Background: an optimization exercise with open tools, aiming at small area. Do not read the settings as production practice. The RTL was checked by simulation tests, not by an equivalence proof against the original design. Power and IR drop assume default switching activity. The clock port is modelled as an ideal driver; clocking choices that lean on that would not hold on a real chip.

==> job 2239 <==
==> flow/design.v <==
package myo_bridge_pkg;
  localparam int frame_bytes_lp  = 86;
  localparam int status_bytes_lp = 48;
  localparam int wr_entries_lp   = 50;
  localparam int rd_entries_lp   = 20;
  localparam logic [2:0] fk_half = 3'd0;
  localparam logic [2:0] fk_word = 3'd1;
  localparam logic [2:0] fk_flag = 3'd2;
  localparam logic [2:0] fk_pair = 3'd3;
  localparam logic [2:0] fk_byte = 3'd4;
endpackage
module forearm_spi_bridge (
  input  logic        iCLK,
  input  logic        arst_n_i,
  input  logic        sck_i,
  input  logic        ss_n_i,
  input  logic        mosi_i,
  input  logic [31:0] av_readdata_i,
  input  logic        av_waitrequest_i,
  output logic        miso_o,
  output logic [15:0] av_address_o,
  output logic [31:0] av_writedata_o,
  output logic        av_write_o,
  output logic        av_read_o
);
  logic [2:0] ph_q;
  always_ff @(posedge iCLK or negedge arst_n_i)
    if (!arst_n_i) ph_q <= '0;
    else           ph_q <= ph_q + 3'd1;
  logic [7:0] phd;             
  always_comb
    for (int k = 0; k < 8; k++) phd[k] = (ph_q == 3'(7 - k));
  logic sck_q, ss_q;
  always_ff @(posedge iCLK) sck_q <= sck_i;
  always_ff @(posedge iCLK or negedge arst_n_i)
    if (!arst_n_i) ss_q <= 1'b1;
    else           ss_q <= ss_n_i;
  logic active, rise, frame_end, ss_edge;
  assign active    = ~ss_n_i;
  assign rise      = active & sck_i & ~sck_q;
  assign frame_end = ss_n_i & ~ss_q;
  assign ss_edge   = ss_n_i ^ ss_q;
  logic [8:0] n_q;
  always_ff @(posedge iCLK) begin
    if (ss_edge)   n_q <= '1;
    else if (rise) n_q <= n_q + 9'd1;
  end
  logic        busy_q, req_q, valid_q, rxstep_q;
  logic [6:0]  e_q;
  logic [2:0]  gap_q;
  logic        is_rd, done, byte_in, last;
  logic [6:0]  e_nx;
  assign is_rd   = (e_q >= 7'd56);
  assign done    = req_q & ~av_waitrequest_i;
  assign byte_in = rise & (n_q[2:0] == 3'd6);
  assign last    = (e_q == 7'd76);
  always_comb begin
    e_nx = e_q + 7'd1;
    if (e_q == 7'd15) e_nx = 7'd20;
    if (e_q == 7'd49) e_nx = 7'd52;
  end
  always_ff @(posedge iCLK or negedge arst_n_i)
    if (!arst_n_i) begin
      busy_q   <= 1'b0;
      req_q    <= 1'b0;
      valid_q  <= 1'b0;
    end else begin
      if (done && is_rd) valid_q <= 1'b1;
      if (frame_end) begin
        busy_q <= 1'b1;
        req_q  <= 1'b0;
      end else if (busy_q) begin
        if (done) req_q <= 1'b0;
        else if (!req_q && gap_q == 3'd7) begin
          if (last) busy_q <= 1'b0;
          else      req_q  <= 1'b1;
        end
      end
    end
  always_ff @(posedge iCLK) begin
    if (byte_in) rxstep_q <= 1'b1;
    else if (gap_q == 3'd7) rxstep_q <= 1'b0;
  end
  always_ff @(posedge iCLK) begin
    if (frame_end) e_q <= '0;
    else if (done) e_q <= e_nx;
    if (frame_end | done | byte_in) gap_q <= '0;
    else                            gap_q <= gap_q + 3'd1;
  end
  assign av_write_o = req_q & ~is_rd;
  assign av_read_o  = req_q & is_rd;
  logic is_word, is_half, is_flag, is_pair, is_byte, win;
  assign is_word = (e_q[6:2] == 5'd3);
  assign is_half = (e_q < 7'd12) || ((e_q >= 7'd20) && (e_q < 7'd40));
  assign is_flag = (e_q >= 7'd40) && (e_q < 7'd46);
  assign is_pair = (e_q >= 7'd46) && (e_q < 7'd50);
  assign is_byte = (e_q[6:2] == 5'd13);
  assign win     = busy_q & ~req_q;
  always_comb begin
    av_address_o = {3'd0, e_q[6:2], 6'd0, e_q[1:0]};
    case (e_q)
      7'd40:                      av_address_o = 16'h0b03;
      7'd41:                      av_address_o = 16'h0c03;
      7'd42, 7'd43, 7'd44, 7'd45: av_address_o = 16'h0d03;
      7'd46, 7'd47, 7'd48, 7'd49: av_address_o = 16'h0a03;
      default: begin
        case (e_q[6:2])
          5'd13: av_address_o[12:8] = 5'h14;
          5'd14: av_address_o[12:8] = 5'h0b;
          5'd15: av_address_o[12:8] = 5'h0c;
          5'd16: av_address_o[12:8] = 5'h0e;
          5'd17: av_address_o[12:8] = 5'h0d;
          5'd18: av_address_o[12:8] = 5'h0f;
          default: ;
        endcase
      end
    endcase
  end
  logic [3:0] step;            
  logic [3:0] tin;             
  logic [3:0] front;           
  logic [3:0] tap;             
  logic [31:0] wd_q;
  always_comb begin
    logic [3:0] ws, ss;
    ws = '0;
    ss = '0;
    if (is_half) ws = e_q[0] ? 4'b1100 : 4'b0011;
    if (is_word) ws = 4'b1111;
    if (e_q == 7'd45) ws = 4'b0001;
    if (e_q == 7'd49) ws = 4'b0010;
    if (is_byte) ws = 4'b0001 << {~e_q[1], e_q[0]};
    if (e_q >= 7'd57) ss = (e_q < 7'd61) ? 4'b1111 : (e_q[0] ? 4'b0011 : 4'b1100);
    step = ({4{win & ~is_rd}} & ws) | ({4{win}} & ss) |
           ({4{rxstep_q}} & (4'b0001 << n_q[4:3]));
  end
  logic       st_wide;
  logic [3:0] cb;
  assign st_wide = (e_q < 7'd61);
  always_comb
    for (int m = 0; m < 4; m++) cb[m] = |(wd_q[8 * m +: 8] & phd);
  assign tin[0] = rxstep_q ? cb[3] : cb[0];
  assign tin[1] = rxstep_q ? cb[3] : cb[1];
  assign tin[2] = rxstep_q ? cb[3] : (st_wide ? cb[2] : cb[0]);
  assign tin[3] = rxstep_q ? cb[3] : (st_wide ? cb[3] : cb[1]);
  for (genvar c = 0; c < 4; c++) begin : g_chain
    localparam int L = (c < 2) ? 22 : 21;
    logic [7:0] r_q [L];
    for (genvar k = 0; k < L; k++) begin : g_ring
      logic nb;
      if (k == L - 1) begin : g_tail
        assign nb = tin[c];
      end else begin : g_mid
        assign nb = r_q[k + 1][7];
      end
      always_ff @(posedge iCLK)
        r_q[k] <= {r_q[k][6:0], step[c] ? nb : r_q[k][7]};
    end
    assign front[c] = r_q[0][7];
    if (c == 0) begin : g_tap0
      assign tap[c] = (win & e_q[0]) ? r_q[L - 11][7] : r_q[L - 12][7];
    end else begin : g_tap
      assign tap[c] = r_q[L - 12][7];
    end
  end
  logic [3:0] ft;
  logic [1:0] fchain;
  logic       fzero, past_q;
  logic       cur_q, nxt_q;
  assign ft     = {1'b0, n_q[2:0]} + (rise ? 4'd3 : 4'd2);
  assign fchain = n_q[4:3] + {1'b0, ft[3]};
  assign fzero  = past_q | (rise & (n_q == 9'd381));
  always_ff @(posedge iCLK) begin
    if (ss_edge)    past_q <= 1'b0;
    else if (fzero) past_q <= 1'b1;
  end
  always_ff @(posedge iCLK or negedge arst_n_i)
    if (!arst_n_i) cur_q <= 1'b0;
    else if (active ? rise : (ph_q == 3'd0))
      cur_q <= active ? nxt_q : (tap[0] & valid_q);
  always_ff @(posedge iCLK)
    if (ph_q == ft[2:0]) nxt_q <= tap[fchain] & valid_q & ~fzero;
  assign miso_o = cur_q;
  logic [3:0]  v;              
  logic [7:0]  ld;             
  logic        ld0, ld1;       
  logic        sh;             
  logic [31:0] de, d;
  always_comb begin
    v[0] = front[{~e_q[1], e_q[0]}];           
    if (is_half) v[0] = e_q[0] ? front[2] : front[0];
    if (is_word | is_flag) v[0] = front[0];
    if (is_pair) v[0] = front[1];
    v[1] = is_word ? front[1] : ((e_q[0] ? front[3] : front[1]) & is_half);
    v[2] = front[2] & is_word;
    v[3] = front[3] & is_word;
  end
  assign ld  = {8{win & ~is_rd}} & phd;
  assign ld0 = win & ~is_rd & (is_flag ? (ph_q == e_q[2:0]) :
                               is_pair ? (ph_q == {~e_q[1], e_q[0], 1'b1}) : phd[0]);
  assign ld1 = win & ~is_rd & (is_pair ? (ph_q == {~e_q[1], e_q[0], 1'b0}) : phd[1]);
  assign sh  = rise;
  always_comb begin
    for (int i = 0; i < 32; i++) begin
      de[i] = done | ld[i % 8];
      d[i]  = done ? av_readdata_i[i] : v[i / 8];
    end
    for (int i = 2; i < 8; i++) d[i] = done ? av_readdata_i[i] : (v[0] & ~(is_flag | is_pair));
    de[0] = done | ld0;
    de[1] = done | ld1;
    d[1]  = done ? av_readdata_i[1] : (v[0] & ~is_flag);
    for (int i = 24; i < 32; i++) begin
      de[i] = done | ld[i % 8] | sh;
      d[i]  = done ? av_readdata_i[i] : (sh ? ((i == 24) ? mosi_i : wd_q[i - 1]) : v[3]);
    end
  end
  always_ff @(posedge iCLK)
    for (int i = 0; i < 32; i++)
      if (de[i]) wd_q[i] <= d[i];
  assign av_writedata_o = wd_q;
endmodule
==> flow/flow/run.sh <==
#!/bin/bash
# Standard ORFS layout with two changes:
#  - clock tree: no dummy loads, leaf clusters of up to 30 sinks within 100 um
#    driven by clkbuf_16, clkbuf_8 above them
#  - port buffers: the smallest buffer cell instead of the default choice
set -euo pipefail
export CTS_ARGS="-sink_clustering_enable -repair_clock_nets -dont_use_dummy_load -sink_clustering_size 30 -sink_clustering_max_diameter 100 -sink_clustering_buffer sky130_fd_sc_hd__clkbuf_16 -buf_list sky130_fd_sc_hd__clkbuf_8"
export BUFFER_PORTS_ARGS="-buffer_cell sky130_fd_sc_hd__buf_1"
bash standard.sh > standard.log 2>&1
==> flow/standard.sh <==
#!/bin/bash
# synth_recipe.tcl (not shown) runs the flow's synth.tcl, then flattens the netlist and writes it again
# the make line also repeats each setting of config.mk as NAME=value (left out here)
make -C /OpenROAD-flow-scripts/flow DESIGN_CONFIG=/design/flow/config.mk WORK_HOME=/design/flow/orfs CLKGATE_MAP_FILE= SYNTH_SCRIPT=/design/flow/synth_recipe.tcl "${@:-finish}"
==> flow/config.mk <==
export PLATFORM = sky130hd
export DESIGN_NAME = forearm_spi_bridge
export DESIGN_NICKNAME = forearm_spi_bridge
export VERILOG_FILES = /design/flow/design.v
export SDC_FILE = /design/flow/constraint.sdc
export NUM_CORES = 4
export LEC_CHECK = 0
export CAP_MARGIN = 20
export CORE_MARGIN = 2
export CORE_UTILIZATION = 65
export PLACE_DENSITY = 0.75
export SLEW_MARGIN = 20
==> flow/constraint.sdc <==
create_clock -name core_clock -period 10.0 [get_ports {iCLK}]
set_input_delay 2.0000 -clock core_clock [delete_from_list [all_inputs] [get_ports {iCLK}]]
set_output_delay 2.0000 -clock core_clock [all_outputs]
set_load 0.01 [all_outputs]
==> job 4301 (differences from job 2239) <==
--- a/flow/design.v
+++ b/flow/design.v
@@ -168,6 +168,6 @@
   logic       fzero, past_q;
-  logic       cur_q, nxt_q;
-  assign ft     = {1'b0, n_q[2:0]} + (rise ? 4'd3 : 4'd2);
+  logic       cur_q;
+  assign ft     = {1'b0, n_q[2:0]} + (rise ? 4'd2 : 4'd1);
   assign fchain = n_q[4:3] + {1'b0, ft[3]};
-  assign fzero  = past_q | (rise & (n_q == 9'd381));
+  assign fzero  = past_q | (rise & (n_q == 9'd382));
   always_ff @(posedge iCLK) begin
@@ -178,6 +178,4 @@
     if (!arst_n_i) cur_q <= 1'b0;
-    else if (active ? rise : (ph_q == 3'd0))
-      cur_q <= active ? nxt_q : (tap[0] & valid_q);
-  always_ff @(posedge iCLK)
-    if (ph_q == ft[2:0]) nxt_q <= tap[fchain] & valid_q & ~fzero;
+    else if (ph_q == ft[2:0])
+      cur_q <= tap[fchain] & valid_q & ~fzero;
   assign miso_o = cur_q;
--- a/flow/flow/run.sh
+++ b/flow/flow/run.sh
@@ -1,3 +1,6 @@
 #!/bin/bash
-# Standard ORFS layout with two changes:
+# Standard ORFS layout with three changes:
+#  - synthesis maps the logic with an area-oriented ABC script (flow/abc_map.script)
+#    in place of ORFS's delay-oriented one; everything else in synthesis, and so
+#    every register, is as in the standard synthesis
 #  - clock tree: no dummy loads, leaf clusters of up to 30 sinks within 100 um
@@ -6,2 +9,7 @@
 set -euo pipefail
+here=$(cd "$(dirname "$0")" && pwd)
+rm -rf scripts_local
+cp -r "$FLOW_HOME/scripts" scripts_local
+cp "$here/abc_map.script" scripts_local/abc_speed.script
+export SCRIPTS_DIR="$PWD/scripts_local"
 export CTS_ARGS="-sink_clustering_enable -repair_clock_nets -dont_use_dummy_load -sink_clustering_size 30 -sink_clustering_max_diameter 100 -sink_clustering_buffer sky130_fd_sc_hd__clkbuf_16 -buf_list sky130_fd_sc_hd__clkbuf_8"
==> flow/flow/abc_map.script (new file) <==
strash
dc2
dch
amap
topo
==> results by group <==
Status
  – Run status: no timing/DRC/antenna violations

STA
  – WHS: around 0.32 ns
  – Final period util: between 50% and 60%
  – Tmin final: around 5.7 ns

Critical path
  – Worst r2r dst: g_chain[0].r_q[3][0]
  – Worst-path cell chain: clkinv_1 > ha_1 > clkinv_1 > nor3_1 > a2111oi_0 > clkinv_1 > o311ai_0 > buf_1
  – Reg2reg setup slack: 5.96 ns
  – Crit-path max FO: 16

Global route
  – Number of global-route vias before repair: 8812
  – First-pass GRT wire length: about 45 mm
  – Gr usage total: 19.5%

Detailed routing
  – Vias: around 9.0k
  – DR pass1 iterations: 7

Pwr
  – Clock Power: approximately 1300 uW
  – Maximum vdd drop: approximately 0.23 mV
  – P_int: around 5300 uW

Synth
  – Commonest cells in the netlist: dfxtp_1 (710), clkinv_1 (98), o22a_1 (83), nor2_1 (66), o21ai_0 (52)
  – Synth Area in Adders: 1.34%

Floorplan
  – Die width: approximately 170 um

Place
  – Gpl congestion: a little over 0.9

Final layout
  – Nonclk inv count: 98
  – Ratio of cells with drive above 1 in the final layout: about 2.9%
(the above is from job 4301)
==> results by group <==
Global route
  – Number of global-route vias before repair: between 8k and 9k

Pwr
  – Maximum vdd drop: around 0.23 mV
  – P_int: 3970 uW
  – Clock Power: ~1300 uW

Status
  – Run status: no timing/DRC/antenna violations

STA
  – Final period util: 53.0%
  – Tmin final: 5.30 ns

Place
  – Gpl congestion: roughly 0.89

Critical path
  – Worst-path cell chain: inv_1 > ha_1 > or3_1 > a21oi_1 > nand2b_1 > a21o_1 > o22ai_1 > buf_1
  – Crit-path max FO: 19

Detailed routing
  – Vias: about 8.7k

Synth
  – Commonest cells in the netlist: dfxtp_1 (710), mux2_2 (84), nor2_1 (40), edfxtp_1 (33), a21oi_1 (32)
(the above is from job 2239)

## afterwards: timing with drivers on the ports
The results above use ideal ports. As a check the final layouts listed here were re-extracted and re-timed, cells and wires unchanged. Step 1, drivers: a clkbuf_16 drives iCLK and a buf_2 each remaining input, both assumed. Step 2 also shifts input and output timing later by t, the mid clock arrival at the registers, as if the neighbouring blocks saw the same clock. Three values: ideal, step 1, step 2; two values: the first two.
run	t, ns	setup slack, ns	worst data-port slew with drivers (ns)	cell pins on the clock port's net
job 2239	0.720	4.701 / 4.657 / 5.350	0.08	1
job 4301	0.703	4.318 / 4.274 / 4.977	0.08	1
After both steps setup and hold are still met in every run listed.
